What follows belongs to an exercise in optimizing a design on an open flow for small area, a short achievable clock period and few clock cycles per item; a production flow would make more cautious choices. Where RTL was checked, it was by simulation tests only, not by an equivalence proof against the original. Function not checked in run 1: the RTL went through the layout flow alone.

===== flow/run.sh =====
#!/bin/bash
# synth_recipe.tcl (not shown) runs the flow's synth.tcl, then flattens the netlist and writes it again
# the make line also repeats each setting of config.mk as NAME=value (left out here)
make -C /OpenROAD-flow-scripts/flow DESIGN_CONFIG=/design/flow/config.mk WORK_HOME=/design/flow/orfs CLKGATE_MAP_FILE= SYNTH_SCRIPT=/design/flow/synth_recipe.tcl finish

===== flow/config.mk =====
export PLATFORM = sky130hd
export DESIGN_NAME = mult_div_unit
export DESIGN_NICKNAME = mult_div_unit
export VERILOG_FILES = /design/flow/design.v
export SDC_FILE = /design/flow/constraint.sdc
export NUM_CORES = 4
export LEC_CHECK = 0
export CAP_MARGIN = 20
export CORE_MARGIN = 2
export CORE_UTILIZATION = 40
export SETUP_SLACK_MARGIN = 5
export SLEW_MARGIN = 20

===== flow/constraint.sdc =====
create_clock -name core_clock -period 11.0 [get_ports {clk}]
set_input_delay 2.2000 -clock core_clock [delete_from_list [all_inputs] [get_ports {clk}]]
set_output_delay 2.2000 -clock core_clock [all_outputs]
set_load 0.01 [all_outputs]

===== flow/design.v =====
package md_pkg;
   localparam int MD_WIDTH = 32;
   localparam logic [1:0] NO_MULT_DIV = 2'b00;
   localparam logic [1:0] MULT        = 2'b01;
   localparam logic [1:0] DIV         = 2'b10;
   typedef enum logic [1:0] {
      ST_IDLE = 2'b00,
      ST_MUL  = 2'b01,
      ST_DIV  = 2'b10,
      ST_FIX  = 2'b11
   } md_state_e;
endpackage
module md_lzc #(
   parameter int WIDTH = 32,
   parameter int CW    = $clog2(WIDTH)
) (
   input  logic [WIDTH-1:0] val_i,
   output logic [CW-1:0]    cnt_o,
   output logic             zero_o
);
   if (WIDTH == 2) begin : g_leaf
      assign zero_o   = ~(val_i[1] | val_i[0]);
      assign cnt_o[0] = ~val_i[1];
   end else begin : g_node
      logic [CW-2:0] cnt_h, cnt_l;
      logic          zero_h, zero_l;
      md_lzc #(.WIDTH(WIDTH / 2)) u_h (
         .val_i  (val_i[WIDTH-1:WIDTH/2]),
         .cnt_o  (cnt_h),
         .zero_o (zero_h)
      );
      md_lzc #(.WIDTH(WIDTH / 2)) u_l (
         .val_i  (val_i[WIDTH/2-1:0]),
         .cnt_o  (cnt_l),
         .zero_o (zero_l)
      );
      assign zero_o = zero_h & zero_l;
      assign cnt_o  = zero_h ? {1'b1, cnt_l} : {1'b0, cnt_h};
   end
endmodule
import md_pkg::*;
module mult_div_unit
#(
   parameter int WIDTH = MD_WIDTH
) (
   input  logic             clk,
   input  logic             rst,
   input  logic             mult_en_e,
   input  logic             div_en_e,
   input  logic             unsigned_instr_e,
   input  logic             hi_write_e,
   input  logic             lo_write_e,
   input  logic [1:0]       hi_src_e,
   input  logic [1:0]       lo_src_e,
   input  logic [WIDTH-1:0] src_a_e,
   input  logic [WIDTH-1:0] src_b_e,
   output logic [WIDTH-1:0] hi_out,
   output logic [WIDTH-1:0] lo_out,
   output logic             busy,
   output logic             done
);
   localparam int AW   = WIDTH + 5;           
   localparam int LW   = $clog2(WIDTH) + 1;   
   localparam int SKIP = 8;                   
   localparam int NCP  = 4;                   
   logic             op_mul_q,  op_mul_d;     
   logic             op_mulc_q, op_mulc_d;    
   logic             op_dpre_q, op_dpre_d;    
   logic             op_skip_q, op_skip_d;    
   logic             op_step_q, op_step_d;    
   logic             op_dcor_q, op_dcor_d;    
   logic             op_dnq_q,  op_dnq_d;     
   logic             op_dnr_q,  op_dnr_d;     
   logic             op_fast_q, op_fast_d;    
   logic [WIDTH-1:0] hi_q, hi_d;
   logic [WIDTH-1:0] lo_q, lo_d;
   logic             busy_q, busy_d;
   logic             done_q, done_d;
   logic [WIDTH:0]   m_q, m_d;         
   logic             ext_q, ext_d;     
   logic [LW-1:0]    cnt_q, cnt_d;     
   logic [LW-1:0]    n_q, n_d;         
   logic             sa_q, sa_d;       
   logic             cf_q, cf_d;       
   logic             short_q, short_d;  
   logic             negq_q, negq_d;   
   logic             negr_q, negr_d;   
   logic [NCP-1:0]   one0_r, two0_r, neg0_r, one1_r, two1_r, neg1_r, cin_r;
   logic [NCP-1:0]   xdiv_r, xnlo_r, xnhi_r;    
   logic [NCP-1:0]   one0_c, two0_c, neg0_c, one1_c, two1_c, neg1_c, cin_c;
   logic [NCP-1:0]   xdiv_c, xnlo_c, xnhi_c;
   localparam logic [NCP-1:0] INV = 4'b1010;
   assign one0_c = one0_r ^ INV;
   assign two0_c = two0_r ^ INV;
   assign neg0_c = neg0_r ^ INV;
   assign one1_c = one1_r ^ INV;
   assign two1_c = two1_r ^ INV;
   assign neg1_c = neg1_r ^ INV;
   assign cin_c  = cin_r ^ INV;
   assign xdiv_c = xdiv_r ^ INV;
   assign xnlo_c = xnlo_r ^ INV;
   assign xnhi_c = xnhi_r ^ INV;
   logic             one0_d, two0_d, neg0_d, one1_d, two1_d, neg1_d, cin_d;
   logic             sb;
   assign sb = m_q[WIDTH];
   function automatic logic [2:0] booth(input logic b2, input logic b1, input logic b0);
      booth[0] = b1 ^ b0;
      booth[1] = (b2 & ~b1 & ~b0) | (~b2 & b1 & b0);
      booth[2] = b2 & ~(b1 & b0);
   endfunction
   logic [AW-1:0] add_x, msx, pp0, pp1, op_c, csa_s, csa_c, sum;
   logic          rneg;
   assign msx = {{(AW-WIDTH-1){m_q[WIDTH]}}, m_q};
   always_comb begin
      for (int i = 0; i < AW; i++) begin
         int c;
         logic xb, mb, mb2, nb;
         c = (i * NCP) / AW;
         if (i == 0)          xb = lo_q[WIDTH-1];
         else if (i <= WIDTH) xb = hi_q[i-1];
         else                 xb = ext_q;
         if (xdiv_c[c]) add_x[i] = xb;
         else if (xnlo_c[c]) add_x[i] = (i < WIDTH) ? ~lo_q[i] : 1'b1;
         else if (xnhi_c[c]) add_x[i] = (i < WIDTH) ? ~hi_q[i] : 1'b1;
         else add_x[i] = (i < WIDTH) ? hi_q[i] : ext_q;
         mb  = msx[i];
         mb2 = (i == 0) ? 1'b0 : msx[i-1];
         pp0[i] = ((two0_c[c] & mb2) | (one0_c[c] & mb)) ^ neg0_c[c];
         pp1[i] = ((two1_c[c] & mb2) | (one1_c[c] & mb)) ^ neg1_c[c];
      end
   end
   assign op_c = {pp1[AW-3:0], neg1_c[0], neg1_c[0]};
   assign csa_s = add_x ^ pp0 ^ op_c;
   assign csa_c = {(add_x[AW-2:0] & pp0[AW-2:0]) | (add_x[AW-2:0] & op_c[AW-2:0]) |
                   (pp0[AW-2:0] & op_c[AW-2:0]), neg1_c[0]};
   assign sum   = csa_s + csa_c + AW'(cin_c[0]);
   assign rneg  = sum[AW-1];
   logic             idle;
   logic [LW-2:0] lzc_a, lzc_b;
   logic          zero_a, zero_b;
   logic [LW-1:0] lz_a, lz_b;
   logic          fast;
   logic          div0;
   logic [LW:0]   nsteps;
   logic [LW-1:0] lz_a_q, lz_b_q;
   logic          zero_b_q;
   md_lzc #(.WIDTH(WIDTH)) u_lzc_a (
      .val_i  (src_a_e ^ {WIDTH{~unsigned_instr_e & src_a_e[WIDTH-1]}}),
      .cnt_o  (lzc_a),
      .zero_o (zero_a)
   );
   md_lzc #(.WIDTH(WIDTH)) u_lzc_b (
      .val_i  (src_b_e ^ {WIDTH{~unsigned_instr_e & src_b_e[WIDTH-1]}}),
      .cnt_o  (lzc_b),
      .zero_o (zero_b)
   );
   always_ff @(posedge clk) begin
      lz_a_q   <= zero_a ? LW'(WIDTH) : {1'b0, lzc_a};
      lz_b_q   <= zero_b ? LW'(WIDTH) : {1'b0, lzc_b};
      zero_b_q <= zero_b;
   end
   assign lz_a   = lz_a_q;
   assign lz_b   = (zero_b_q & sb) ? LW'(WIDTH - 1) : lz_b_q;
   assign fast   = ({1'b0, lz_b} + (LW+1)'(sa_q)) < {1'b0, lz_a};
   assign div0   = zero_b_q & ~sb;
   assign nsteps = div0 ? (LW+1)'(WIDTH) :
                   ({1'b0, lz_b} - {1'b0, lz_a} + (LW+1)'(sa_q) + (LW+1)'(1));
   logic [2:0]       bd0, bd1;
   logic             sh_a;
   function automatic logic is_short(input logic [WIDTH-1:0] v, input logic uns);
      is_short = uns ? ~|v[WIDTH-1:15] : (&v[WIDTH-1:15] | ~|v[WIDTH-1:15]);
   endfunction
   assign sh_a = is_short(src_a_e, unsigned_instr_e);
   assign idle = ~(op_mul_q | op_mulc_q | op_dpre_q | op_skip_q | op_step_q |
                   op_dcor_q | op_dnq_q | op_dnr_q | op_fast_q);
   always_comb begin
      op_mul_d  = 1'b0;
      op_mulc_d = 1'b0;
      op_dpre_d = 1'b0;
      op_skip_d = 1'b0;
      op_step_d = 1'b0;
      op_dcor_d = 1'b0;
      op_dnq_d  = 1'b0;
      op_dnr_d  = 1'b0;
      op_fast_d = 1'b0;
      hi_d   = hi_q;
      lo_d   = lo_q;
      busy_d = busy_q;
      done_d = 1'b0;
      m_d    = m_q;
      ext_d  = ext_q;
      cnt_d  = cnt_q;
      n_d    = n_q;
      sa_d   = sa_q;
      cf_d   = cf_q;
      short_d = short_q;
      negq_d = negq_q;
      negr_d = negr_q;
      one0_d = 1'b0;
      two0_d = 1'b0;
      neg0_d = 1'b0;
      one1_d = 1'b0;
      two1_d = 1'b0;
      neg1_d = 1'b0;
      cin_d  = 1'b1;
      bd0 = booth(lo_q[5], lo_q[4], lo_q[3]);
      bd1 = booth(lo_q[7], lo_q[6], lo_q[5]);
      if (idle) begin
         if (mult_en_e || div_en_e) begin
            lo_d    = src_a_e;
            hi_d    = '0;
            ext_d   = 1'b0;
            m_d     = {~unsigned_instr_e & src_b_e[WIDTH-1], src_b_e};
            sa_d    = ~unsigned_instr_e & src_a_e[WIDTH-1];
            cf_d    = unsigned_instr_e & src_a_e[WIDTH-1];
            short_d = sh_a;
            cnt_d   = sh_a ? LW'(WIDTH / 8) : LW'(WIDTH / 4);
            busy_d  = 1'b1;
            if (mult_en_e) begin
               op_mul_d = 1'b1;
               bd0 = booth(src_a_e[1], src_a_e[0], 1'b0);
               bd1 = booth(src_a_e[3], src_a_e[2], src_a_e[1]);
               {neg0_d, two0_d, one0_d} = bd0;
               {neg1_d, two1_d, one1_d} = bd1;
               cin_d = bd0[2];
            end else begin
               op_dpre_d = 1'b1;
            end
         end else begin
            if (hi_write_e && (hi_src_e == NO_MULT_DIV)) hi_d = src_a_e;
            if (lo_write_e && (lo_src_e == NO_MULT_DIV)) lo_d = src_a_e;
         end
      end
      if (op_mul_q) begin
         hi_d  = sum[WIDTH+3:4];
         ext_d = sum[AW-1];
         lo_d  = {sum[3:0], lo_q[WIDTH-1:4]};
         cnt_d = cnt_q - LW'(1);
         if (cnt_q == LW'(1)) begin
            if (short_q) begin
               hi_d   = {{(WIDTH-AW+20){sum[AW-1]}}, sum[AW-1:20]};
               lo_d   = {sum[19:0], lo_q[WIDTH-1:20]};
               busy_d = 1'b0;
               done_d = 1'b1;
            end else if (cf_q) begin
               op_mulc_d = 1'b1;
               one0_d    = 1'b1;
               cin_d     = 1'b0;
            end else begin
               busy_d = 1'b0;
               done_d = 1'b1;
            end
         end else begin
            op_mul_d = 1'b1;
            {neg0_d, two0_d, one0_d} = bd0;
            {neg1_d, two1_d, one1_d} = bd1;
            cin_d = bd0[2];
         end
      end
      if (op_mulc_q) begin
         hi_d   = sum[WIDTH-1:0];
         busy_d = 1'b0;
         done_d = 1'b1;
      end
      if (op_dpre_q) begin
         negq_d = (sa_q ^ sb) & ~div0;
         negr_d = sa_q;
         n_d    = nsteps[LW-1:0];
         cnt_d  = LW'(WIDTH);
         if (sa_q) lo_d = sum[WIDTH-1:0];
         if (fast) begin
            op_fast_d = 1'b1;
         end else begin
            if (nsteps <= (LW+1)'(WIDTH - SKIP)) op_skip_d = 1'b1;
            else                                 op_step_d = 1'b1;
            one0_d = 1'b1;
            neg0_d = ~sb;
            cin_d  = ~sb;
         end
      end
      if (op_fast_q) begin
         hi_d   = negr_q ? sum[WIDTH-1:0] : lo_q;
         lo_d   = '0;
         busy_d = 1'b0;
         done_d = 1'b1;
      end
      if (op_skip_q) begin
         {hi_d, lo_d} = {hi_q, lo_q} << SKIP;
         cnt_d = cnt_q - LW'(SKIP);
         if ({1'b0, cnt_q} >= ({1'b0, n_q} + (LW+1)'(2 * SKIP))) op_skip_d = 1'b1;
         else                                                   op_step_d = 1'b1;
         one0_d = 1'b1;
         neg0_d = ~sb;
         cin_d  = ~sb;
      end
      if (op_step_q) begin
         hi_d  = sum[WIDTH-1:0];
         ext_d = rneg;
         lo_d  = {lo_q[WIDTH-2:0], ~rneg};
         cnt_d = cnt_q - LW'(1);
         if (cnt_q == LW'(1)) begin
            if (rneg) begin
               op_dcor_d = 1'b1;
               one0_d    = 1'b1;
               neg0_d    = sb;
               cin_d     = sb;
            end else if (negq_q) begin
               op_dnq_d = 1'b1;
            end else if (negr_q) begin
               op_dnr_d = 1'b1;
            end else begin
               busy_d = 1'b0;
               done_d = 1'b1;
            end
         end else begin
            op_step_d = 1'b1;
            one0_d    = 1'b1;
            neg0_d    = ~(sb ^ rneg);
            cin_d     = ~(sb ^ rneg);
         end
      end
      if (op_dcor_q) begin
         hi_d  = sum[WIDTH-1:0];
         ext_d = 1'b0;
         if (negq_q) begin
            op_dnq_d = 1'b1;
         end else if (negr_q) begin
            op_dnr_d = 1'b1;
         end else begin
            busy_d = 1'b0;
            done_d = 1'b1;
         end
      end
      if (op_dnq_q) begin
         lo_d = sum[WIDTH-1:0];
         if (negr_q) begin
            op_dnr_d = 1'b1;
         end else begin
            busy_d = 1'b0;
            done_d = 1'b1;
         end
      end
      if (op_dnr_q) begin
         hi_d   = sum[WIDTH-1:0];
         busy_d = 1'b0;
         done_d = 1'b1;
      end
   end
   always_ff @(posedge clk or posedge rst) begin
      if (rst) begin
         op_mul_q  <= 1'b0;
         op_mulc_q <= 1'b0;
         op_dpre_q <= 1'b0;
         op_skip_q <= 1'b0;
         op_step_q <= 1'b0;
         op_dcor_q <= 1'b0;
         op_dnq_q  <= 1'b0;
         op_dnr_q  <= 1'b0;
         op_fast_q <= 1'b0;
         hi_q      <= '0;
         lo_q      <= '0;
         busy_q    <= 1'b0;
         done_q    <= 1'b0;
      end else begin
         op_mul_q  <= op_mul_d;
         op_mulc_q <= op_mulc_d;
         op_dpre_q <= op_dpre_d;
         op_skip_q <= op_skip_d;
         op_step_q <= op_step_d;
         op_dcor_q <= op_dcor_d;
         op_dnq_q  <= op_dnq_d;
         op_dnr_q  <= op_dnr_d;
         op_fast_q <= op_fast_d;
         hi_q      <= hi_d;
         lo_q      <= lo_d;
         busy_q    <= busy_d;
         done_q    <= done_d;
      end
   end
   always_ff @(posedge clk) begin
      m_q    <= m_d;
      ext_q  <= ext_d;
      cnt_q  <= cnt_d;
      n_q    <= n_d;
      sa_q   <= sa_d;
      cf_q   <= cf_d;
      short_q <= short_d;
      negq_q <= negq_d;
      negr_q <= negr_d;
   end
   logic [9:0] ctl_d;
   assign ctl_d = {one0_d, two0_d, neg0_d, one1_d, two1_d, neg1_d, cin_d,
                   op_step_d, op_dpre_d | op_dnq_d | op_fast_d, op_dnr_d};
   always_ff @(posedge clk) begin
      for (int c = 0; c < 2; c++) begin
         {one0_r[c], two0_r[c], neg0_r[c], one1_r[c], two1_r[c], neg1_r[c], cin_r[c],
          xdiv_r[c], xnlo_r[c], xnhi_r[c]} <= ctl_d ^ {10{INV[c]}};
      end
   end
   always_ff @(posedge clk or posedge rst) begin
      if (rst) begin
         for (int c = 2; c < NCP; c++) begin
            {one0_r[c], two0_r[c], neg0_r[c], one1_r[c], two1_r[c], neg1_r[c], cin_r[c],
             xdiv_r[c], xnlo_r[c], xnhi_r[c]} <= '0;
         end
      end else begin
         for (int c = 2; c < NCP; c++) begin
            {one0_r[c], two0_r[c], neg0_r[c], one1_r[c], two1_r[c], neg1_r[c], cin_r[c],
             xdiv_r[c], xnlo_r[c], xnhi_r[c]} <= ctl_d ^ {10{INV[c]}};
         end
      end
   end
   assign hi_out = hi_q;
   assign lo_out = lo_q;
   assign busy   = busy_q;
   assign done   = done_q;
endmodule

==> summary.md, run 1 <==
| Metric | Value |
|---|---|
| # resized after CTS | `0` |
| Worst Path Max Fanout | `33` |
| Routed WL | `72200 um` |
| Final net count | `2316` |
| CTS buffer count | `17` |
| Initial detailed-routing violation count | `2740` |
| Width of the chip | `209 um` |
| Initial antenna violation count | `1` |
| Post-synth cell types | `102` |
| First-pass GRT wire length | `108000 um` |
| Main synth FF type | `dfrtp_1` |
| Crit Path Class | `primary input to register` |
| Clk buf depth | `2` |
| Max_slew headroom | `21.0%` |
| Max Cap Viol | `0` |
| Number of synthesized flops with an enable pin | `50` |
| Hold Crit Class | `register to register` |
| WP data required | `11.37 ns` |
| GRT overflow | `0` |
| Mapped Cells | `2102` |
| Die H | `209 um` |
| Most frequent cells in the layout | `229 x nand2_1, 155 x a21oi_1, 147 x nor2_1` |
| Worst-path clk slew | `0.08 ns` |
| Setup TNS | `0 ns` |
| Drt first pass iters | `11` |
| Post-CTS setup buffers | `0` |
| IO buf count | `140` |
| Syn. warnings | `1` |
| Mapped Avg Cell Area | `7.99 sq um` |
| Area delta synth->final | `13.7%` |
| Period minus WS final | `5.50 ns` |
| Core Box Area | `0.0417 sq mm` |
| Commonest non-fill, non-tap cell in the layout | `nand2_1` |
| Max-slew violation count | `0` |
| Setup ws final | `5.50 ns` |
| Worst-Margin Slew | `1.18 ns` |
| Placed Area | `0.0185 sq mm` |
| Fillcell total | `4098` |
| Ys async rst share | `52.6%` |
| Fin area | `0.0191 sq mm` |
| Routed Antenna Nets | `0` |
| CTS tree | `built` |
| Vias in the first global route | `16400` |
| Layout Utilization | `45.8%` |
| Hold violation count in the final report | `0` |
| Placer Congestion | `0.999` |
| Hold Buf Count CTS | `0` |
| HPWL after detailed placement | `54600 um` |
| Initial Utilization | `40.3%` |
| Syn nets | `2282` |
| Arr. time, crit path | `5.87 ns` |
| Sequential cell area fraction in the yosys report | `26.3%` |
| # rows | `75` |
| Share of post-route cells with drive strength above 1 | `5.54%` |
| I/O pins | `141` |
| Largest net degree at the start of global routing | `67` |
| # clock sinks | `173` |
| Final setup fails | `0` |
| Root Buffer | `clkbuf_16` |
| Clock Skews | `0.0275 ns` |
| Seq cells post-synth | `173` |
| Worst-Skew Late Latency | `0.49 ns` |
| Crit. End Element | `register` |
| Max Freq | `182 MHz` |
| Period utilisation layout | `50.0%` |
| Die area | `0.0436 sq mm` |
| WL/cell | `26.9 um` |
| H-tree depth | `4` |
| Dpl ws | `5.19 ns` |
| Via count | `17500` |
| Synth Cell Area | `0.0168 sq mm` |
| Critical path startpoint category | `primary input` |
| RSZ-0062 raised after global routing | `false` |
| Overall routing resource usage | `32.9%` |
| Residual DRC | `0` |
| Outcome | `no timing/DRC/antenna violations` |
| Via density | `6.50` |
-- sequential cells by signal (all words and copies together), names as in the netlist, 6 cells and up --
register	cells
m_q	33
hi_q	32
lo_q	32
cnt_q	6
lz_a_q	6
lz_b_q	6
n_q	6
-- layer usage --
metal  share of wire (%)  GRT usage, %  up-vias
li1                    -             -     7836
met1                  41          44.1     8308
met2                  42          48.3     1117
met3                  11          8.76      235
met4                 5.9          18.2        0
met5                   0             0        -
-- area by class of cell --
class	instances	area (sq um)	share of cell area, %
repair buffers	170	1630	8.53
multi-input cells	1655	11300	59.5
diodes	2	5.00	0.0262
flip-flops and latches	173	4420	23.2
clock inverters	15	128	0.669
clock buffers	17	425	2.23
well taps	539	674	3.53
inverters	119	449	2.35
-- stage by stage --
stage | instances | hold WS (ns)
2_1_floorplan | 2102 | 0.460
3_3_place_gp | 2656 | 0.491
3_5_place_dp | 2656 | 0.496
4_1_cts | 2688 | 0.515
5_1_grt | 2689 | 0.536
6_report | 2690 | 0.512
-- kinds of logic (layout without fill, tap and decap cells) --
logic type / Yosys count / count (layout) / share of synthesized area, %
xor gates and xnor gates: 143 / 143 / 7.51
DFF: 173 / 173 / 26.3
other: 0 / 2 / 0
buffers and inverters: 274 / 321 / 6.47
AOI/OAI and AO/OA: 754 / 754 / 30.7
muxes: 34 / 34 / 2.10
adders and majority gates: 105 / 105 / 9.57
and+or+nand+nor: 619 / 619 / 17.3
-- synthesized netlist by cell type (39+ instances only) --
cell / count / share of area (%)
a211oi_1: 40 / 1.8
nor3_1: 48 / 1.4
dfrtp_1: 91 / 14
a22oi_1: 64 / 2.9
edfxtp_1: 50 / 8.9
nand2_1: 229 / 5.1
clkbuf_1: 114 / 2.5
xnor2_1: 61 / 3.2
o21ai_0: 133 / 4.0
inv_1: 118 / 2.6
fa_1: 39 / 4.7
xor2_1: 81 / 4.2
o22ai_1: 68 / 2.5
a21oi_1: 155 / 4.6
nor2_1: 148 / 3.3
ha_1: 66 / 4.9
-- worst paths after layout --
path / cells past startpoint / from / slack [ns] / to
setup / recovery: 10 / src_a_e[31] / 5.50 / lz_a_q[2]$_SDFF_PP0_
hold reg to reg: 2 / busy_q$_DFF_PP0_ / 0.51 / busy_q$_DFF_PP0_
hold / removal: 2 / busy_q$_DFF_PP0_ / 0.51 / busy_q$_DFF_PP0_
min in group asynchronous: 2 / rst / 2.12 / lo_q[21]$_DFF_PP0_
setup reg to reg: 15 / xnhi_r[0]$_DFF_P_ / 5.94 / one0_r[0]$_DFF_P_
max in group asynchronous: 3 / rst / 7.48 / xdiv_r[2]$_DFF_PP0_
-- critical path, stage by stage --
cell	delay, ns
clkdlybuf4s50_1	0.77
nand2b_1	0.40
inv_1	0.83
nand2_1	0.16
o21ai_0	0.28
nand2b_1	0.14
a2111oi_2	0.59
a211o_1	0.22
a21oi_1	0.08
o21a_1	0.18
==> inputs of run 2 (changes only) <==
--- a/flow/design.v
+++ b/flow/design.v
@@ -71,7 +71,6 @@
    logic             op_dcor_q, op_dcor_d;    
    logic             op_dnq_q,  op_dnq_d;     
    logic             op_dnr_q,  op_dnr_d;     
-   logic             op_fast_q, op_fast_d;    
    logic [WIDTH-1:0] hi_q, hi_d;
    logic [WIDTH-1:0] lo_q, lo_d;
    logic             busy_q, busy_d;
@@ -172,7 +171,7 @@
    endfunction
    assign sh_a = is_short(src_a_e, unsigned_instr_e);
    assign idle = ~(op_mul_q | op_mulc_q | op_dpre_q | op_skip_q | op_step_q |
-                   op_dcor_q | op_dnq_q | op_dnr_q | op_fast_q);
+                   op_dcor_q | op_dnq_q | op_dnr_q);
    always_comb begin
       op_mul_d  = 1'b0;
       op_mulc_d = 1'b0;
@@ -182,7 +181,6 @@
       op_dcor_d = 1'b0;
       op_dnq_d  = 1'b0;
       op_dnr_d  = 1'b0;
-      op_fast_d = 1'b0;
       hi_d   = hi_q;
       lo_d   = lo_q;
       busy_d = busy_q;
@@ -208,7 +206,7 @@
       if (idle) begin
          if (mult_en_e || div_en_e) begin
             lo_d    = src_a_e;
-            hi_d    = '0;
+            hi_d    = mult_en_e ? '0 : src_a_e;
             ext_d   = 1'b0;
             m_d     = {~unsigned_instr_e & src_b_e[WIDTH-1], src_b_e};
             sa_d    = ~unsigned_instr_e & src_a_e[WIDTH-1];
@@ -267,10 +265,13 @@
          negr_d = sa_q;
          n_d    = nsteps[LW-1:0];
          cnt_d  = LW'(WIDTH);
-         if (sa_q) lo_d = sum[WIDTH-1:0];
          if (fast) begin
-            op_fast_d = 1'b1;
+            lo_d   = '0;
+            busy_d = 1'b0;
+            done_d = 1'b1;
          end else begin
+            hi_d = '0;
+            if (sa_q) lo_d = sum[WIDTH-1:0];
             if (nsteps <= (LW+1)'(WIDTH - SKIP)) op_skip_d = 1'b1;
             else                                 op_step_d = 1'b1;
             one0_d = 1'b1;
@@ -278,12 +279,6 @@
             cin_d  = ~sb;
          end
       end
-      if (op_fast_q) begin
-         hi_d   = negr_q ? sum[WIDTH-1:0] : lo_q;
-         lo_d   = '0;
-         busy_d = 1'b0;
-         done_d = 1'b1;
-      end
       if (op_skip_q) begin
          {hi_d, lo_d} = {hi_q, lo_q} << SKIP;
          cnt_d = cnt_q - LW'(SKIP);
@@ -356,7 +351,6 @@
          op_dcor_q <= 1'b0;
          op_dnq_q  <= 1'b0;
          op_dnr_q  <= 1'b0;
-         op_fast_q <= 1'b0;
          hi_q      <= '0;
          lo_q      <= '0;
          busy_q    <= 1'b0;
@@ -370,7 +364,6 @@
          op_dcor_q <= op_dcor_d;
          op_dnq_q  <= op_dnq_d;
          op_dnr_q  <= op_dnr_d;
-         op_fast_q <= op_fast_d;
          hi_q      <= hi_d;
          lo_q      <= lo_d;
          busy_q    <= busy_d;
@@ -390,7 +383,7 @@
    end
    logic [9:0] ctl_d;
    assign ctl_d = {one0_d, two0_d, neg0_d, one1_d, two1_d, neg1_d, cin_d,
-                   op_step_d, op_dpre_d | op_dnq_d | op_fast_d, op_dnr_d};
+                   op_step_d, op_dpre_d | op_dnq_d, op_dnr_d};
    always_ff @(posedge clk) begin
       for (int c = 0; c < 2; c++) begin
          {one0_r[c], two0_r[c], neg0_r[c], one1_r[c], two1_r[c], neg1_r[c], cin_r[c],
==> run 2 against run 1 <==
Effect of this change: still clean on timing, DRC and antenna; register-to-register slack lost 0.17 ns; worst setup slack improved by 0.22 ns; sequential share of layout area grew 1.1 points; via count down 8.3%; critical path type unchanged.
==> summary.md, run 2 <==
| Metric | Value |
|---|---|
| Share of post-route cells with drive strength above 1 | `5.00% (was 5.54%)` |
| Main synth FF type | `dfrtp_1 (unchanged)` |
| Arr. time, crit path | `5.61 ns (was 5.87 ns)` |
| Via density | `6.36 (was 6.50)` |
| Post-CTS setup buffers | `0 (unchanged)` |
| # rows | `72 (was 75)` |
| Die area | `0.0408 sq mm (was 0.0436 sq mm)` |
| Most frequent cells in the layout | `197 x nand2_1, 155 x nor2_1, 140 x clkdlybuf4s50_1 (was 229 x nand2_1, 155 x a21oi_1, 147 x nor2_1)` |
| Initial Utilization | `40.6% (was 40.3%)` |
| Syn nets | `2116 (was 2282)` |
| Core Box Area | `0.0386 sq mm (was 0.0417 sq mm)` |
| Setup ws final | `5.72 ns (was 5.50 ns)` |
| HPWL after detailed placement | `47400 um (was 54600 um)` |
| Worst-path clk slew | `0.08 ns (about the same)` |
| Crit. End Element | `register (unchanged)` |
| Post-synth cell types | `85 (was 102)` |
| Worst Path Max Fanout | `30 (was 33)` |
| Max Freq | `189 MHz (was 182 MHz)` |
| Area occupied by multi-input gates | `0.0103 sq mm (was 0.0113 sq mm)` |
| Commonest non-fill, non-tap cell in the layout | `nand2_1 (unchanged)` |
| Max-slew violation count | `0 (unchanged)` |
| WP data required | `11.33 ns (was 11.37 ns)` |
| # resized after CTS | `0 (unchanged)` |
| Largest register FFs | `33 (unchanged)` |
| H-tree depth | `4 (unchanged)` |
| # clock sinks | `172 (was 173)` |
| Initial antenna violation count | `2 (was 1)` |
| Worst-Skew Late Latency | `0.47 ns (was 0.49 ns)` |
| Die H | `202 um (was 209 um)` |
| Inst Count DP | `2488 (was 2656)` |
| Outcome | `no timing/DRC/antenna violations (unchanged)` |
| Max_slew headroom | `22.2% (was 21.0%)` |
| Period utilisation layout | `48.0% (was 50.0%)` |
| WL/cell | `25.4 um (was 26.9 um)` |
| Setup TNS | `0 ns (unchanged)` |
| Routed WL | `64000 um (was 72200 um)` |
| Vias in the first global route | `15000 (was 16400)` |
| CTS tree | `built (unchanged)` |
| Cell taking the most area after synthesis | `dfrtp_1 (unchanged)` |
| Period minus WS final | `5.28 ns (was 5.50 ns)` |
| Mapped Cells | `1936 (was 2102)` |
| Largest Register | `m_q (unchanged)` |
| Ys async rst share | `52.3% (was 52.6%)` |
| Width of the chip | `202 um (was 209 um)` |
| Residual DRC | `0 (unchanged)` |
| Number of synthesized flops with an enable pin | `50 (unchanged)` |
| Sequential cell area fraction in the yosys report | `28.0% (was 26.3%)` |
| Initial detailed-routing violation count | `2083 (was 2740)` |
| Clock Skews | `0.0147 ns (was 0.0275 ns)` |
| Crit-path slowest cell | `clkdlybuf4s50_1 (was inv_1)` |
| Syn. warnings | `1 (unchanged)` |
| Routed Antenna Nets | `0 (unchanged)` |
| Drt first pass iters | `7 (was 11)` |
| Register Area | `0.00440 sq mm (was 0.00442 sq mm)` |
| Fillcell total | `3821 (was 4098)` |
| Final setup fails | `0 (unchanged)` |
| Worst-Margin Slew | `1.16 ns (was 1.18 ns)` |
| Top-count cell post-synth | `nand2_1 (unchanged)` |
| CTS buffer count | `17 (unchanged)` |
| GRT overflow | `0 (unchanged)` |
| Worst path cell trace | `clkdlybuf4s50_1 -> nand2b_1 -> inv_1 -> nand2_1 -> o21ai_0 -> nand2b_1 -> a2111oi_2 -> inv_1 -> nor3_1 -> nor3_1 (was clkdlybuf4s50_1 -> nand2b_1 -> inv_1 -> nand2_1 -> o21ai_0 -> nand2b_1 -> a2111oi_2 -> a211o_1 -> a21oi_1 -> o21a_1)` |
| First-pass GRT wire length | `95200 um (was 108000 um)` |
| Dominant cells by area after synthesis | `dfrtp_1 14%, edfxtp_1 9.6%, ha_1 5.3% (was dfrtp_1 14%, edfxtp_1 8.9%, nand2_1 5.1%)` |
| RSZ-0062 raised after global routing | `false (unchanged)` |
| Root Buffer | `clkbuf_16 (unchanged)` |
| Clk buf depth | `2 (unchanged)` |
| Hold Buf Count CTS | `0 (unchanged)` |
| CP max stage delay | `0.65 ns (was 0.83 ns)` |
| Overall routing resource usage | `31.0% (was 32.9%)` |
| Via count | `16000 (was 17500)` |
| Post-synth top area share | `14.4% (was 13.6%)` |
| I/O pins | `141 (unchanged)` |
| Crit Path Class | `primary input to register (unchanged)` |
| Placer Congestion | `0.964 (was 0.999)` |
| IO buf count | `140 (unchanged)` |
| Antenna diodes | `0 (was 2)` |
| Area delta synth->final | `15.2% (was 13.7%)` |
| Max Cap Viol | `0 (unchanged)` |
| Commonest cells in the netlist | `198 x nand2_1, 156 x nor2_1, 135 x o21ai_0 (was 229 x nand2_1, 155 x a21oi_1, 148 x nor2_1)` |
| Hold violation count in the final report | `0 (unchanged)` |
| Critical path startpoint category | `primary input (unchanged)` |
| Synth Cell Area | `0.0157 sq mm (was 0.0168 sq mm)` |
| Top Registers | `m_q: 33 flops, hi_q: 32 flops, lo_q: 32 flops (unchanged)` |
| Layout Utilization | `46.8% (was 45.8%)` |
| Finished Layout Cells | `2520 (was 2690)` |
| Largest net degree at the start of global routing | `78 (was 67)` |
| Mapped Avg Cell Area | `8.10 sq um (was 7.99 sq um)` |
| Seq cells post-synth | `172 (was 173)` |
| Final net count | `2169 (was 2316)` |
| Hold Crit Class | `register to register (unchanged)` |
| Dpl ws | `5.31 ns (was 5.19 ns)` |
[run 2: through the flow]
stage	hold WS [ns]	cell area, sq um
after floorplan	0.461	15700
after global placement	0.510	17500
after detailed placement	0.506	17500
after CTS	0.523	18100
after global routing	0.574	18100
final	0.521	18100
[run 2: worst max-delay path: cells and delay by family]
family                 cells  cell delay (ns)
buffers and inverters      3             1.40
AND/OR/NAND/NOR            5             1.25
AO/OA/AOI/OAI              2             0.75
[run 2: cells by family after synthesis]
group	after synthesis	share of synthesized area [%]
multiplexers	34	2.19
buffers and inverters	256	6.36
flip-flops	172	28.0
AND/OR/NAND/NOR	555	16.1
AO/OA/AOI/OAI	667	28.8
XOR/XNOR	147	8.30
adder cells (fa/ha/maj)	105	10.2
[run 2: path summary, 6_finish.rpt]
| kind | startpoint | to | slack (ns) | depth (start not counted) |
|---|---|---|---|---|
| max | unsigned_instr_e | lz_a_q[1]$_SDFF_PP0_ | 5.72 | 10 |
| min | busy_q$_DFF_PP0_ | busy_q$_DFF_PP0_ | 0.52 | 2 |
| max reg2reg | xnhi_r[0]$_DFF_P_ | hi_q[5]$_DFF_PP0_ | 5.77 | 17 |
| min reg2reg | busy_q$_DFF_PP0_ | busy_q$_DFF_PP0_ | 0.52 | 2 |
| max in group asynchronous | rst | op_mul_q$_DFF_PP0_ | 7.60 | 3 |
| min in group asynchronous | rst | hi_q[23]$_DFF_PP0_ | 2.17 | 2 |
[run 2: area by class of cell]
type,instances,share of cell area [%]
timing repair buffer,170,9.00
sequential,172,24.3
tap,518,3.59
multi-input combinational,1508,57.2
clock inverter,15,1.05
clock buffer,17,2.35
inverter,120,2.51
[run 2: per-layer routing]
metal	routed length [um]	vias up	global-route usage (%)
met5	11	-	0
met4	3940	2	16.8
met3	7150	225	8.06
met2	27300	1026	46.7
met1	25600	7592	40.5
li1	-	7191	-
Testbench counts of run 2, summed over its fixed seeds: cycles 23,002, ops 2,400.
==> inputs of run 3 (changes only) <==
==> flow/flow/run.sh (new file) <==
#!/bin/bash
# Layout flow: the standard ORFS flow (standard synthesis, floorplan,
# placement, CTS, routing) with timing repair asked to leave more setup slack
# than the clock period needs, so the achieved period shrinks.  All of make's
# output goes to flow_make.log in the work folder; ORFS keeps each tool's own
# log under orfs/logs.
set -euo pipefail
MARGIN=$(cat flow/setup_margin)
bash standard.sh SETUP_SLACK_MARGIN="$MARGIN" finish > flow_make.log 2>&1
==> flow/flow/setup_margin (new file) <==
6.5
==> flow/standard.sh (new file) <==
#!/bin/bash
# synth_recipe.tcl (not shown) runs the flow's synth.tcl, then flattens the netlist and writes it again
# the make line also repeats each setting of config.mk as NAME=value (left out here)
make -C /OpenROAD-flow-scripts/flow DESIGN_CONFIG=/design/flow/config.mk WORK_HOME=/design/flow/orfs CLKGATE_MAP_FILE= SYNTH_SCRIPT=/design/flow/synth_recipe.tcl "${@:-finish}"
--- a/flow/config.mk
+++ b/flow/config.mk
@@ -7,6 +7,5 @@
 export LEC_CHECK = 0
 export CAP_MARGIN = 20
 export CORE_MARGIN = 2
-export CORE_UTILIZATION = 40
-export SETUP_SLACK_MARGIN = 5
+export CORE_UTILIZATION = 60
 export SLEW_MARGIN = 20
removed: flow/run.sh
==> run 3 against run 2 <==
Effect of this change: routed wire length decreased by 4.2%; fmax increased by 16%; sequential cell count unchanged; still clean on timing, DRC and antenna; synthesized cell count unchanged; critical path type is now register to register; cell count decreased by 6.1%; clock skew increased by 0.0047 ns; die area decreased by 33%.
==> summary.md, run 3 <==
| Metric | Value |
|---|---|
| HPWL after detailed placement | `44600 um (was 47400 um)` |
| Post-synth top area share | `14.4% (unchanged)` |
| Initial Utilization | `60.7% (was 40.6%)` |
| Antenna diodes | `0 (unchanged)` |
| Die area | `0.0275 sq mm (was 0.0408 sq mm)` |
| Worst hold slack | `0.518 ns (was 0.521 ns)` |
| I/O pins | `141 (unchanged)` |
| Drt first pass iters | `12 (was 7)` |
| Outcome | `no timing/DRC/antenna violations (unchanged)` |
| IO buf count | `140 (unchanged)` |
| Die H | `166 um (was 202 um)` |
| Met2 WL | `27000 um (was 27300 um)` |
| Worst reg2reg path endpoint | `hi_q[31]$_DFF_PP0_ (was hi_q[5]$_DFF_PP0_)` |
| Via count | `16600 (was 16000)` |
| Fillcell total | `2057 (was 3821)` |
| Main synth FF type | `dfrtp_1 (unchanged)` |
| Final setup fails | `0 (unchanged)` |
| Seq cells post-synth | `172 (unchanged)` |
| Top Registers | `m_q: 33 flops, hi_q: 32 flops, lo_q: 32 flops (unchanged)` |
| Vias in the first global route | `15400 (was 15000)` |
| Period utilisation layout | `41.4% (was 48.0%)` |
| Max_slew headroom | `27.3% (was 22.2%)` |
| Mapped Avg Cell Area | `8.10 sq um (unchanged)` |
| Commonest non-fill, non-tap cell in the layout | `nand2_1 (unchanged)` |
| Metal3 WL | `7830 um (was 7150 um)` |
| Max-slew violation count | `0 (unchanged)` |
| Critical path startpoint category | `register (was primary input)` |
| Syn. warnings | `1 (unchanged)` |
| Via density | `7.02 (was 6.36)` |
| Cell taking the most area after synthesis | `dfrtp_1 (unchanged)` |
| Largest Register | `m_q (unchanged)` |
| Arr. time, crit path | `4.90 ns (was 5.61 ns)` |
| Residual DRC | `0 (unchanged)` |
| Hold Path End | `busy_q$_DFF_PP0_ (unchanged)` |
| Max Cap Viol | `0 (unchanged)` |
| Hold Crit Class | `register to register (unchanged)` |
| FF-to-FF path depth | `19 (was 17)` |
| CTS tree | `built (unchanged)` |
| Initial antenna violation count | `0 (was 2)` |
| Worst-Skew Late Latency | `0.46 ns (was 0.47 ns)` |
| Setup TNS | `0 ns (unchanged)` |
| Final net count | `2199 (was 2169)` |
| Width of the chip | `166 um (was 202 um)` |
| Core Box Area | `0.0258 sq mm (was 0.0386 sq mm)` |
| RSZ-0062 raised after global routing | `true (was false)` |
| WP data required | `11.35 ns (was 11.33 ns)` |
| Reg2Reg Launch Point | `xnhi_r[2]$_DFF_PP0_ (was xnhi_r[0]$_DFF_P_)` |
| CTS buffer count | `17 (unchanged)` |
| Top-count cell post-synth | `nand2_1 (unchanged)` |
| Worst-Margin Slew | `1.09 ns (was 1.16 ns)` |
| Overall routing resource usage | `43.3% (was 31.0%)` |
| Largest register FFs | `33 (unchanged)` |
| Crit. End Element | `register (unchanged)` |
| Number of synthesized flops with an enable pin | `50 (unchanged)` |
| Ys async rst share | `52.3% (unchanged)` |
| # rows | `59 (was 72)` |
| Commonest cells in the netlist | `198 x nand2_1, 156 x nor2_1, 135 x o21ai_0 (unchanged)` |
| Root Buffer | `clkbuf_16 (unchanged)` |
| Routed Antenna Nets | `0 (unchanged)` |
| Period minus WS final | `4.55 ns (was 5.28 ns)` |
| Max Freq | `220 MHz (was 189 MHz)` |
| First-pass GRT wire length | `91400 um (was 95200 um)` |
| Routed WL | `61300 um (was 64000 um)` |
| Top routing layer in use | `met4 (was met5)` |
| Initial detailed-routing violation count | `2637 (was 2083)` |
| Met1 wire length | `22000 um (was 25600 um)` |
| Dominant cells by area after synthesis | `dfrtp_1 14%, edfxtp_1 9.6%, ha_1 5.3% (unchanged)` |
| Hold violation count in the final report | `0 (unchanged)` |
| H-tree depth | `4 (unchanged)` |
| Crit Path Class | `register to register (was primary input to register)` |
| WL/cell | `25.9 um (was 25.4 um)` |
| R2r setup slk | `6.45 ns (was 5.77 ns)` |
| Min-Delay Path Depth | `2 (unchanged)` |
| Syn nets | `2116 (unchanged)` |
| Largest net degree at the start of global routing | `85 (was 78)` |
| Most frequent cells in the layout | `196 x nand2_1, 154 x nor2_1, 140 x clkdlybuf4s50_1 (was 197 x nand2_1, 155 x nor2_1, 140 x clkdlybuf4s50_1)` |
| Post-synth cell types | `85 (unchanged)` |
| Area delta synth->final | `18.7% (was 15.2%)` |
| Worst-path clk slew | `0.09 ns (was 0.08 ns)` |
| Mapped Cells | `1936 (unchanged)` |
| Hold path start | `busy_q$_DFF_PP0_ (unchanged)` |
| Clk buf depth | `2 (unchanged)` |
| Worst Path Max Fanout | `8 (was 30)` |
| Placer Congestion | `1.07 (was 0.964)` |
| # clock sinks | `172 (unchanged)` |
| Synth Cell Area | `0.0157 sq mm (unchanged)` |
| Sequential cell area fraction in the yosys report | `28.0% (unchanged)` |
| Clock Skews | `0.0194 ns (was 0.0147 ns)` |
| GRT overflow | `0 (unchanged)` |
| Share of post-route cells with drive strength above 1 | `10.7% (was 5.00%)` |
-- run 3: cell counts after synthesis --
Identical to the previous run, type by type.
-- run 3: cell families after synthesis --
logic type      after synthesis  synth area share, %
flops                       172                 28.0
xor+xnor                    147                 8.30
buf+inv                     256                 6.36
mux                          34                 2.19
simple gates                555                 16.1
compound gates              667                 28.8
fa+ha+maj                   105                 10.2
-- run 3: area by class of cell --
cell class / count / area [sq um] / area share, %
clock inverters: 15 / 220 / 1.18
repair inverters: 1 / 5.00 / 0.0269
clock buffers: 17 / 425 / 2.28
flip-flops and latches: 172 / 4440 / 23.8
repair buffers: 198 / 1870 / 10.0
multi-input cells: 1509 / 10800 / 57.9
well taps: 335 / 419 / 2.25
inverters: 120 / 462 / 2.48
-- run 3: timing repair --
| item | CTS | global route |
|---|---|---|
| cloned | 2 | 0 |
| resized for setup | 42 | 81 |
| setup buffers | 20 | 15 |
| hold endpoints to repair | 0 | 0 |
| hold buffers | 0 | 0 |
| pin swaps | 12 | 16 |
| endpoints found under the setup margin | 69 | 69 |
-- run 3: critical path, stage by stage (launching register included) --
cell and delay [ns]:
dfrtp_4 0.51, clkbuf_4 0.21, xor2_1 0.16, nor2_1 0.08, a211oi_2 0.28, a21oi_2 0.12
fa_1 0.53, inv_1 0.07, ha_4 0.33, nand2_1 0.09, nor2_1 0.15, nand4_1 0.20
o21a_1 0.27, a31o_2 0.23, o41ai_4 0.05, buf_4 0.20, xnor2_4 0.15, a21oi_4 0.38
o21ai_2 0.10, a221o_1 0.34
-- run 3: how the worst max path moves through the flow --
stage | slack [ns] | from | to
final | 6.45 | xnhi_r[2]$_DFF_PP0_ | hi_q[31]$_DFF_PP0_
after global routing | 6.35 | xnhi_r[2]$_DFF_PP0_ | hi_q[29]$_DFF_PP0_
after CTS | 6.50 | hi_q[0]$_DFF_PP0_ | neg0_r[0]$_DFF_P_
after detailed placement | 5.49 | unsigned_instr_e | lz_a_q[1]$_SDFF_PP0_
after global placement | 5.54 | unsigned_instr_e | lz_a_q[1]$_SDFF_PP0_
after floorplan | 6.53 | xdiv_r[2]$_DFF_PP0_ | hi_q[15]$_DFF_PP0_
-- run 3: metrics by stage --
step / cell area [sq um] / instances / setup slack [ns] / utilization, %
after floorplan: 15700 / 1936 / 6.53 / -
after global placement: 17200 / 2298 / 5.54 / 66.5
after detailed placement: 17200 / 2298 / 5.49 / 66.5
after CTS: 18200 / 2352 / 6.50 / 70.4
after global routing: 18600 / 2367 / 6.35 / 72.1
final: 18600 / 2367 / 6.45 / 72.1
-- run 3: routing by layer --
metal,up-vias,track usage [%]
met3,302,12.6
met5,-,0
met4,0,25.0
met2,1253,67.0
li1,7239,-
met1,7815,54.1
==> inputs of run 4 (changes only) <==
==> flow/flow/run.sh (replaced) <==
#!/bin/bash
# Layout flow: the standard ORFS flow (standard synthesis, floorplan,
# placement, CTS, routing) with two changes:
#  - timing repair is asked to leave more setup slack than the clock period
#    needs (flow/setup_margin, in ns), so the achieved period shrinks;
#  - the port buffers are plain buffers (flow/port_buffer) instead of the
#    delay cell the resizer picks by default.
# All of make's output goes to flow_make.log in the work folder; ORFS keeps
# each tool's own log under orfs/logs.
set -euo pipefail
MARGIN=$(cat flow/setup_margin)
PORTBUF=$(cat flow/port_buffer)
bash standard.sh SETUP_SLACK_MARGIN="$MARGIN" "BUFFER_PORTS_ARGS=-buffer_cell $PORTBUF" finish > flow_make.log 2>&1
==> flow/flow/port_buffer (new file) <==
sky130_fd_sc_hd__buf_1
--- a/flow/config.mk
+++ b/flow/config.mk
@@ -7,5 +7,5 @@
 export LEC_CHECK = 0
 export CAP_MARGIN = 20
 export CORE_MARGIN = 2
-export CORE_UTILIZATION = 60
+export CORE_UTILIZATION = 40
 export SLEW_MARGIN = 20
==> run 4 against run 3 <==
Effect of this change: critical endpoint is now hi_q[15]$_DFF_PP0_; design area shrank 3.6%; synthesized area is the same; still clean on timing, DRC and antenna; hold slack gained 0.012 ns.
==> summary.md, run 4 <==
| Metric | Value |
|---|---|
| Outcome | `no timing/DRC/antenna violations (unchanged)` |
| Dominant cells by area after synthesis | `dfrtp_1 14%, edfxtp_1 9.6%, ha_1 5.3% (unchanged)` |
| Ys async rst share | `52.3% (unchanged)` |
| Period minus WS final | `4.41 ns (was 4.55 ns)` |
| Overall routing resource usage | `31.1% (was 43.3%)` |
| Largest register FFs | `33 (unchanged)` |
| Commonest non-fill, non-tap cell in the layout | `nand2_1 (unchanged)` |
| Die H | `202 um (was 166 um)` |
| Cell taking the most area after synthesis | `dfrtp_1 (unchanged)` |
| Width of the chip | `202 um (was 166 um)` |
| CP max stage delay | `0.62 ns (was 0.53 ns)` |
| Via density | `6.43 (was 7.02)` |
| Worst path cell trace | `xnor2_1 -> nand2_1 -> o211ai_1 -> o21ai_0 -> fa_1 -> inv_1 -> ha_1 -> a21oi_1 -> o21ai_0 -> nor3_1 -> o21ai_0 -> nand2_1 -> xor2_1 -> nor2_1 -> nor2_1 -> o21ai_0 -> a221o_1 (was clkbuf_4 -> xor2_1 -> nor2_1 -> a211oi_2 -> a21oi_2 -> fa_1 -> inv_1 -> ha_4 -> nand2_1 -> nor2_1 -> nand4_1 -> o21a_1 -> a31o_2 -> o41ai_4 -> buf_4 -> xnor2_4 -> a21oi_4 -> o21ai_2 -> a221o_1)` |
| Root Buffer | `clkbuf_16 (unchanged)` |
| Via count | `16500 (was 16600)` |
| Core Box Area | `0.0386 sq mm (was 0.0258 sq mm)` |
| Largest Register | `m_q (unchanged)` |
| Main synth FF type | `dfrtp_1 (unchanged)` |
| IO buf count | `140 (unchanged)` |
| Period utilisation layout | `40.1% (was 41.4%)` |
| Worst-Margin Slew | `1.06 ns (was 1.09 ns)` |
| Residual DRC | `0 (unchanged)` |
| R2r setup slk | `6.59 ns (was 6.45 ns)` |
| Layout Utilization | `46.5% (was 72.1%)` |
| Worst hold slack | `0.530 ns (was 0.518 ns)` |
| Hold Crit Class | `register to register (unchanged)` |
| Fillcell total | `3819 (was 2057)` |
| Worst reg2reg path endpoint | `hi_q[15]$_DFF_PP0_ (was hi_q[31]$_DFF_PP0_)` |
| Delay-heaviest family, CP | `compound AO/OA/AOI/OAI gates (unchanged)` |
| Post-synth top area share | `14.4% (unchanged)` |
| Sequential cell area fraction in the yosys report | `28.0% (unchanged)` |
| Critical path depth in cells | `17 (was 19)` |
| Setup TNS | `0 ns (unchanged)` |
| # rows | `72 (was 59)` |
| Setup ws final | `6.59 ns (was 6.45 ns)` |
| Critical path startpoint category | `register (unchanged)` |
| Top Registers | `m_q: 33 flops, hi_q: 32 flops, lo_q: 32 flops (unchanged)` |
| Mapped Avg Cell Area | `8.10 sq um (unchanged)` |
| Seq cells post-synth | `172 (unchanged)` |
| HPWL after detailed placement | `48200 um (was 44600 um)` |
| Routed Antenna Nets | `0 (unchanged)` |
| FF-to-FF path depth | `17 (was 19)` |
| Dpl ws | `5.85 ns (was 5.49 ns)` |
| Reg2Reg Launch Point | `hi_q[14]$_DFF_PP0_ (was xnhi_r[2]$_DFF_PP0_)` |
| WP data required | `11.34 ns (was 11.35 ns)` |
| Number of synthesized flops with an enable pin | `50 (unchanged)` |
| Commonest cells in the netlist | `198 x nand2_1, 156 x nor2_1, 135 x o21ai_0 (unchanged)` |
| First-pass GRT wire length | `95100 um (was 91400 um)` |
| Synth Cell Area | `0.0157 sq mm (unchanged)` |
| Crit Path Class | `register to register (unchanged)` |
| WL/cell | `25.6 um (was 25.9 um)` |
| Placer Congestion | `1.00 (was 1.07)` |
| Post-synth cell types | `85 (unchanged)` |
| Final net count | `2213 (was 2199)` |
| Max Freq | `227 MHz (was 220 MHz)` |
| Largest net degree at the start of global routing | `65 (was 85)` |
| Clk buf depth | `2 (unchanged)` |
| Die area | `0.0408 sq mm (was 0.0275 sq mm)` |
| Hold path start | `busy_q$_DFF_PP0_ (unchanged)` |
| Worst-Skew Late Latency | `0.46 ns (about the same)` |
| I/O pins | `141 (unchanged)` |
| Max Cap Viol | `0 (unchanged)` |
| Fin area | `0.0180 sq mm (was 0.0186 sq mm)` |
| Routed WL | `65700 um (was 61300 um)` |
| Worst Path Max Fanout | `6 (was 8)` |
| Cell repeated most along the worst path | `o21ai_0 (was nor2_1)` |
| Max-slew violation count | `0 (unchanged)` |
| RSZ-0062 raised after global routing | `true (unchanged)` |
| Top-count cell post-synth | `nand2_1 (unchanged)` |
| Syn nets | `2116 (unchanged)` |
| Hold violation count in the final report | `0 (unchanged)` |
| Initial antenna violation count | `0 (unchanged)` |
| Placed Area | `0.0166 sq mm (was 0.0172 sq mm)` |
| Clock Skews | `0.0161 ns (was 0.0194 ns)` |
| CP endpoint | `hi_q[15]$_DFF_PP0_ (was hi_q[31]$_DFF_PP0_)` |
| Crit path from | `hi_q[14]$_DFF_PP0_ (was xnhi_r[2]$_DFF_PP0_)` |
| Max_slew headroom | `29.1% (was 27.3%)` |
| Drt first pass iters | `9 (was 12)` |
| Most frequent cells in the layout | `196 x nand2_1, 152 x nor2_1, 140 x buf_1 (was 196 x nand2_1, 154 x nor2_1, 140 x clkdlybuf4s50_1)` |
| Area delta synth->final | `14.4% (was 18.7%)` |
| Crit. End Element | `register (unchanged)` |
| Worst-path clk slew | `0.07 ns (was 0.09 ns)` |
| Share of post-route cells with drive strength above 1 | `11.4% (was 10.7%)` |
| Arr. time, crit path | `4.75 ns (was 4.90 ns)` |
| CTS tree | `built (unchanged)` |
| # clock sinks | `172 (unchanged)` |
| Mapped Cells | `1936 (unchanged)` |
| Syn. warnings | `1 (unchanged)` |
| H-tree depth | `4 (unchanged)` |
| CTS buffer count | `17 (unchanged)` |
| Crit-path slowest cell | `xor2_1 (was fa_1)` |
| GRT overflow | `0 (unchanged)` |
| Hold Buf Count CTS | `0 (unchanged)` |
| Initial Utilization | `40.6% (was 60.7%)` |
| Worst path bufs/invs | `1 (was 3)` |
| Initial detailed-routing violation count | `2217 (was 2637)` |
| Vias in the first global route | `14900 (was 15400)` |
| Final setup fails | `0 (unchanged)` |
| Antenna diodes | `0 (unchanged)` |
## run 4: cell counts after synthesis
No cell type changed its count.
## run 4: worst min-delay path by stage
stage	to	slack, ns	cells past startpoint
finish	busy_q$_DFF_PP0_	0.53	2
detailed placement	busy_q$_DFF_PP0_	0.51	2
CTS	busy_q$_DFF_PP0_	0.53	2
global route	busy_q$_DFF_PP0_	0.57	2
global placement	busy_q$_DFF_PP0_	0.51	2
floorplan	ext_q$_SDFFE_PP0P_	0.46	2
## run 4: cell type report
cell class              count  area, sq um  share of cell area, %
well taps                 518          648                   3.61
flip-flops and latches    172         4430                   24.7
clock buffers              17          425                   2.37
inverters                 120          458                   2.55
repair inverters            1         5.00                 0.0279
clock inverters            15          178                  0.990
multi-input cells        1508        10700                   59.6
repair buffers            213         1110                   6.16
## run 4: worst register-to-register path, cell delays in order (launching register included)
cell and delay (ns):
dfrtp_1 0.52, xnor2_1 0.16, nand2_1 0.07, o211ai_1 0.09
o21ai_0 0.31, fa_1 0.59, inv_1 0.04, ha_1 0.40
a21oi_1 0.21, o21ai_0 0.17, nor3_1 0.19, o21ai_0 0.12
nand2_1 0.20, xor2_1 0.62, nor2_1 0.08, nor2_1 0.10
o21ai_0 0.10, a221o_1 0.34
## run 4: kinds of logic (layout without fill, tap and decap cells)
kind of cell	Yosys count	in the layout	synth area share [%]
compound gates	667	667	28.8
simple gates	555	555	16.1
buf+inv	256	366	6.36
flops	172	172	28.0
xor+xnor	147	147	8.30
fa+ha+maj	105	105	10.2
mux	34	34	2.19
## run 4: per-layer routing
layer / up-vias / wire [um] / GRT usage (%) / part of all wire, %
met4: 0 / 4010 / 17.2 / 6.1
met1: 7873 / 26100 / 41.2 / 40
li1: 7274 / - / - / -
met5: - / 0 / 0 / 0
met3: 229 / 7220 / 7.18 / 11
met2: 1116 / 28300 / 46.9 / 43
## run 4: what timing repair did
action	CTS	global route
endpoints found under the setup margin	66	62
setup buffers	13	27
gates cloned	1	0
resized for setup	39	85
pin swaps	7	16
## run 4: metrics by stage
step	cells
global placement	2491
detailed placement	2491
finish	2564
CTS	2537
floorplan	1936
global route	2564
==> inputs of run 5 (changes only) <==
--- a/flow/config.mk
+++ b/flow/config.mk
@@ -7,5 +7,6 @@
 export LEC_CHECK = 0
 export CAP_MARGIN = 20
 export CORE_MARGIN = 2
-export CORE_UTILIZATION = 40
+export CORE_UTILIZATION = 60
+export CTS_BUF_LIST = sky130_fd_sc_hd__clkbuf_4 sky130_fd_sc_hd__clkbuf_8
 export SLEW_MARGIN = 20
==> run 5 against run 4 <==
Effect of this change: register-to-register slack got worse by 0.06 ns; global-route usage rose by 11 points; via count barely moved; critical path depth rose by 1; cell count fell by 7.2%; die area fell by 33%; hold slack got worse by 0.0087 ns; non-clock buffer count fell by 4; design area fell by 2.4%; critical endpoint is now hi_q[29]$_DFF_PP0_.
==> summary.md, run 5 <==
| Metric | Value |
|---|---|
| HPWL after detailed placement | `44600 um (was 48200 um)` |
| Top Registers | `m_q: 33 flops, hi_q: 32 flops, lo_q: 32 flops (unchanged)` |
| Sequential cell area fraction in the yosys report | `28.0% (unchanged)` |
| Clock Skews | `0.0225 ns (was 0.0161 ns)` |
| Crit. End Element | `register (unchanged)` |
| Post-synth cell types | `85 (unchanged)` |
| Width of the chip | `166 um (was 202 um)` |
| Fin area | `0.0175 sq mm (was 0.0180 sq mm)` |
| Outcome | `no timing/DRC/antenna violations (unchanged)` |
| First-pass GRT wire length | `90100 um (was 95100 um)` |
| Residual DRC | `0 (unchanged)` |
| CTS tree | `built (unchanged)` |
| Top-count cell post-synth | `nand2_1 (unchanged)` |
| Reg2Reg Launch Point | `xnhi_r[2]$_DFF_PP0_ (was hi_q[14]$_DFF_PP0_)` |
| Worst Path Max Fanout | `8 (was 6)` |
| Vias in the first global route | `15100 (was 14900)` |
| Die area | `0.0275 sq mm (was 0.0408 sq mm)` |
| Max Cap Viol | `0 (unchanged)` |
| Hold Buf Count CTS | `0 (unchanged)` |
| Hold violation count in the final report | `0 (unchanged)` |
| Worst-Margin Slew | `1.09 ns (was 1.06 ns)` |
| # clock sinks | `172 (unchanged)` |
| Max Freq | `224 MHz (was 227 MHz)` |
| Commonest non-fill, non-tap cell in the layout | `nand2_1 (unchanged)` |
| Hold path start | `busy_q$_DFF_PP0_ (unchanged)` |
| Share of post-route cells with drive strength above 1 | `11.2% (was 11.4%)` |
| Critical path startpoint category | `register (unchanged)` |
| Core Box Area | `0.0258 sq mm (was 0.0386 sq mm)` |
| Delay-heaviest family, CP | `compound AO/OA/AOI/OAI gates (unchanged)` |
| Hold Path End | `busy_q$_DFF_PP0_ (unchanged)` |
| Drt first pass iters | `10 (was 9)` |
| Main synth FF type | `dfrtp_1 (unchanged)` |
| WP data required | `11.39 ns (was 11.34 ns)` |
| Worst path bufs/invs | `3 (was 1)` |
| Clk buf depth | `2 (unchanged)` |
| # rows | `59 (was 72)` |
| Placed Area | `0.0163 sq mm (was 0.0166 sq mm)` |
| WL/cell | `25.5 um (was 25.6 um)` |
| IO buf count | `140 (unchanged)` |
| I/O pins | `141 (unchanged)` |
| Via density | `6.94 (was 6.43)` |
| CP max stage delay | `0.59 ns (was 0.62 ns)` |
| Routed WL | `60600 um (was 65700 um)` |
| Die H | `166 um (was 202 um)` |
| Root Buffer | `clkbuf_8 (was clkbuf_16)` |
| Routed Antenna Nets | `0 (unchanged)` |
| Synth Cell Area | `0.0157 sq mm (unchanged)` |
| FF-to-FF path depth | `18 (was 17)` |
| Overall routing resource usage | `42.6% (was 31.1%)` |
| RSZ-0062 raised after global routing | `true (unchanged)` |
| Largest Register | `m_q (unchanged)` |
| Ys async rst share | `52.3% (unchanged)` |
| R2r setup slk | `6.53 ns (was 6.59 ns)` |
| Crit Path Class | `register to register (unchanged)` |
| Initial antenna violation count | `1 (was 0)` |
| Initial detailed-routing violation count | `2608 (was 2217)` |
| Setup TNS | `0 ns (unchanged)` |
| Worst reg2reg path endpoint | `hi_q[29]$_DFF_PP0_ (was hi_q[15]$_DFF_PP0_)` |
| Syn. warnings | `1 (unchanged)` |
| Worst-Skew Late Latency | `0.50 ns (was 0.46 ns)` |
| Initial Utilization | `60.7% (was 40.6%)` |
| H-tree depth | `4 (unchanged)` |
| Period utilisation layout | `40.6% (was 40.1%)` |
| Crit-path slowest cell | `dfrtp_4 (was xor2_1)` |
| Largest net degree at the start of global routing | `76 (was 65)` |
| Via count | `16500 (about the same)` |
| Most frequent cells in the layout | `195 x nand2_1, 153 x nor2_1, 140 x buf_1 (was 196 x nand2_1, 152 x nor2_1, 140 x buf_1)` |
| Hold Crit Class | `register to register (unchanged)` |
| Number of synthesized flops with an enable pin | `50 (unchanged)` |
| Max-slew violation count | `0 (unchanged)` |
| Arr. time, crit path | `4.86 ns (was 4.75 ns)` |
| Commonest cells in the netlist | `198 x nand2_1, 156 x nor2_1, 135 x o21ai_0 (unchanged)` |
| Largest register FFs | `33 (unchanged)` |
| Worst path cell trace | `buf_6 -> buf_4 -> xor2_1 -> o21ai_0 -> o21ai_1 -> fa_1 -> ha_1 -> nand2_2 -> nor2_4 -> nand2b_1 -> o21ai_1 -> a31oi_4 -> o41ai_4 -> buf_6 -> xnor2_4 -> a21oi_4 -> o21ai_2 -> a221o_1 (was xnor2_1 -> nand2_1 -> o211ai_1 -> o21ai_0 -> fa_1 -> inv_1 -> ha_1 -> a21oi_1 -> o21ai_0 -> nor3_1 -> o21ai_0 -> nand2_1 -> xor2_1 -> nor2_1 -> nor2_1 -> o21ai_0 -> a221o_1)` |
| Final setup fails | `0 (unchanged)` |
| Post-synth top area share | `14.4% (unchanged)` |
| Dominant cells by area after synthesis | `dfrtp_1 14%, edfxtp_1 9.6%, ha_1 5.3% (unchanged)` |
| CTS buffer count | `17 (unchanged)` |
| Mapped Avg Cell Area | `8.10 sq um (unchanged)` |
| Cell taking the most area after synthesis | `dfrtp_1 (unchanged)` |
| Min-Delay Path Depth | `2 (unchanged)` |
| Seq cells post-synth | `172 (unchanged)` |
| Max_slew headroom | `27.0% (was 29.1%)` |
| Mapped Cells | `1936 (unchanged)` |
| Syn nets | `2116 (unchanged)` |
| GRT overflow | `0 (unchanged)` |
| Placer Congestion | `1.09 (was 1.00)` |
| Area delta synth->final | `11.7% (was 14.4%)` |
| Worst-path clk slew | `0.12 ns (was 0.07 ns)` |
| Final net count | `2210 (was 2213)` |
| Period minus WS final | `4.47 ns (was 4.41 ns)` |
-- run 5: cell counts after synthesis --
Identical to the previous run, type by type.
-- run 5: cell families (layout without fill, tap and decap cells) --
logic type | Yosys count | in the layout | share of synthesized area, %
XOR/XNOR | 147 | 148 | 8.30
adder cells (fa/ha/maj) | 105 | 105 | 10.2
AND/OR/NAND/NOR | 555 | 555 | 16.1
buffers and inverters | 256 | 362 | 6.36
flip-flops | 172 | 172 | 28.0
AO/OA/AOI/OAI | 667 | 667 | 28.8
multiplexers | 34 | 34 | 2.19
other | 0 | 1 | 0
-- run 5: worst max-delay path by stage --
stage | cells past startpoint | end | slack [ns] | start
floorplan | 18 | hi_q[15]$_DFF_PP0_ | 6.53 | xdiv_r[2]$_DFF_PP0_
global placement | 11 | lz_a_q[1]$_SDFF_PP0_ | 5.95 | unsigned_instr_e
detailed placement | 11 | lz_a_q[1]$_SDFF_PP0_ | 5.83 | unsigned_instr_e
CTS | 18 | hi_q[31]$_DFF_PP0_ | 6.50 | xnhi_r[2]$_DFF_PP0_
global route | 18 | hi_q[31]$_DFF_PP0_ | 6.43 | xnhi_r[2]$_DFF_PP0_
finish | 18 | hi_q[29]$_DFF_PP0_ | 6.53 | xnhi_r[2]$_DFF_PP0_
-- run 5: cell type report --
type                    instances  area [sq um]
clock inverters                15           179
inverters                     120           458
repair inverters                1          5.00
fillers                      2216          8310
multi-input cells            1509         10700
repair buffers                209          1050
well taps                     335           419
flip-flops and latches        172          4440
diodes                          1          2.50
clock buffers                  17           234
-- run 5: per-stage QoR --
step	utilization, %	std cells	setup slack [ns]	hold slack [ns]
after detailed placement	63.2	2301	5.83	0.508
after global placement	63.2	2301	5.95	0.502
final	67.8	2379	6.53	0.521
after CTS	65.9	2350	6.50	0.526
after global routing	67.8	2378	6.43	0.553
after floorplan	-	1936	6.53	0.461
-- run 5: worst min-delay path, cell delays in order (launching register included) --
cell and delay (ns):
dfrtp_1 0.39, inv_1 0.05, a21oi_1 0.05
-- run 5: timing repair --
action	CTS	global route
pin swaps	9	20
cloned	2	0
buffers inserted	15	28
setup endpoints to repair	65	65
gates resized for setup	37	83
-- run 5: per-layer routing --
metal	track usage, %	vias up	routed length (um)
met5	0	-	0
met4	27.9	0	4620
met3	11.2	283	7840
met2	64.9	1229	26300
met1	53.5	7734	21800
li1	-	7261	-

-- re-timing with driven ports --
The flow's constraints put no driver on any port. The routed layouts listed below were extracted and timed again, unchanged, in two steps.
Step 1 (the two cells are an assumption about what drives the block):
set clk [get_ports {clk}]
set_driving_cell -lib_cell sky130_fd_sc_hd__clkbuf_16 $clk
set_driving_cell -lib_cell sky130_fd_sc_hd__buf_2 [delete_from_list [all_inputs] $clk]
Step 2 moves the port delays by t, midway between the first and last clock arrival at a register: inputs arrive t later, outputs are due t later. That takes back most of the time a late clock gives input paths.
a / b / c = ideal ports / drivers / drivers and shift; a / b = the first two.
run	t, ns	setup WS [ns]	hold WS [ns]	latest minus earliest clock arrival (ns)	worst slew at a driven data input, ns
run 1	0.526	5.503 / 5.533 / 5.007	0.512 / 0.512 / 0.512	0.027 / 0.027	0.05
run 2	0.510	5.722 / 5.753 / 5.242	0.521 / 0.521 / 0.521	0.014 / 0.015	0.05
run 3	0.509	6.445 / 6.445 / 6.083	0.518 / 0.518 / 0.518	0.020 / 0.020	0.04
run 4	0.506	6.594 / 6.594 / 6.239	0.530 / 0.530 / 0.530	0.017 / 0.016	0.04
run 5	0.537	6.530 / 6.530 / 6.148	0.521 / 0.521 / 0.521	0.022 / 0.022	0.03
After both steps setup and hold are still met in every run listed. The setup slack of run 1, which loses most, moves by +0.030 ns with the drivers and by -0.496 ns with both steps.
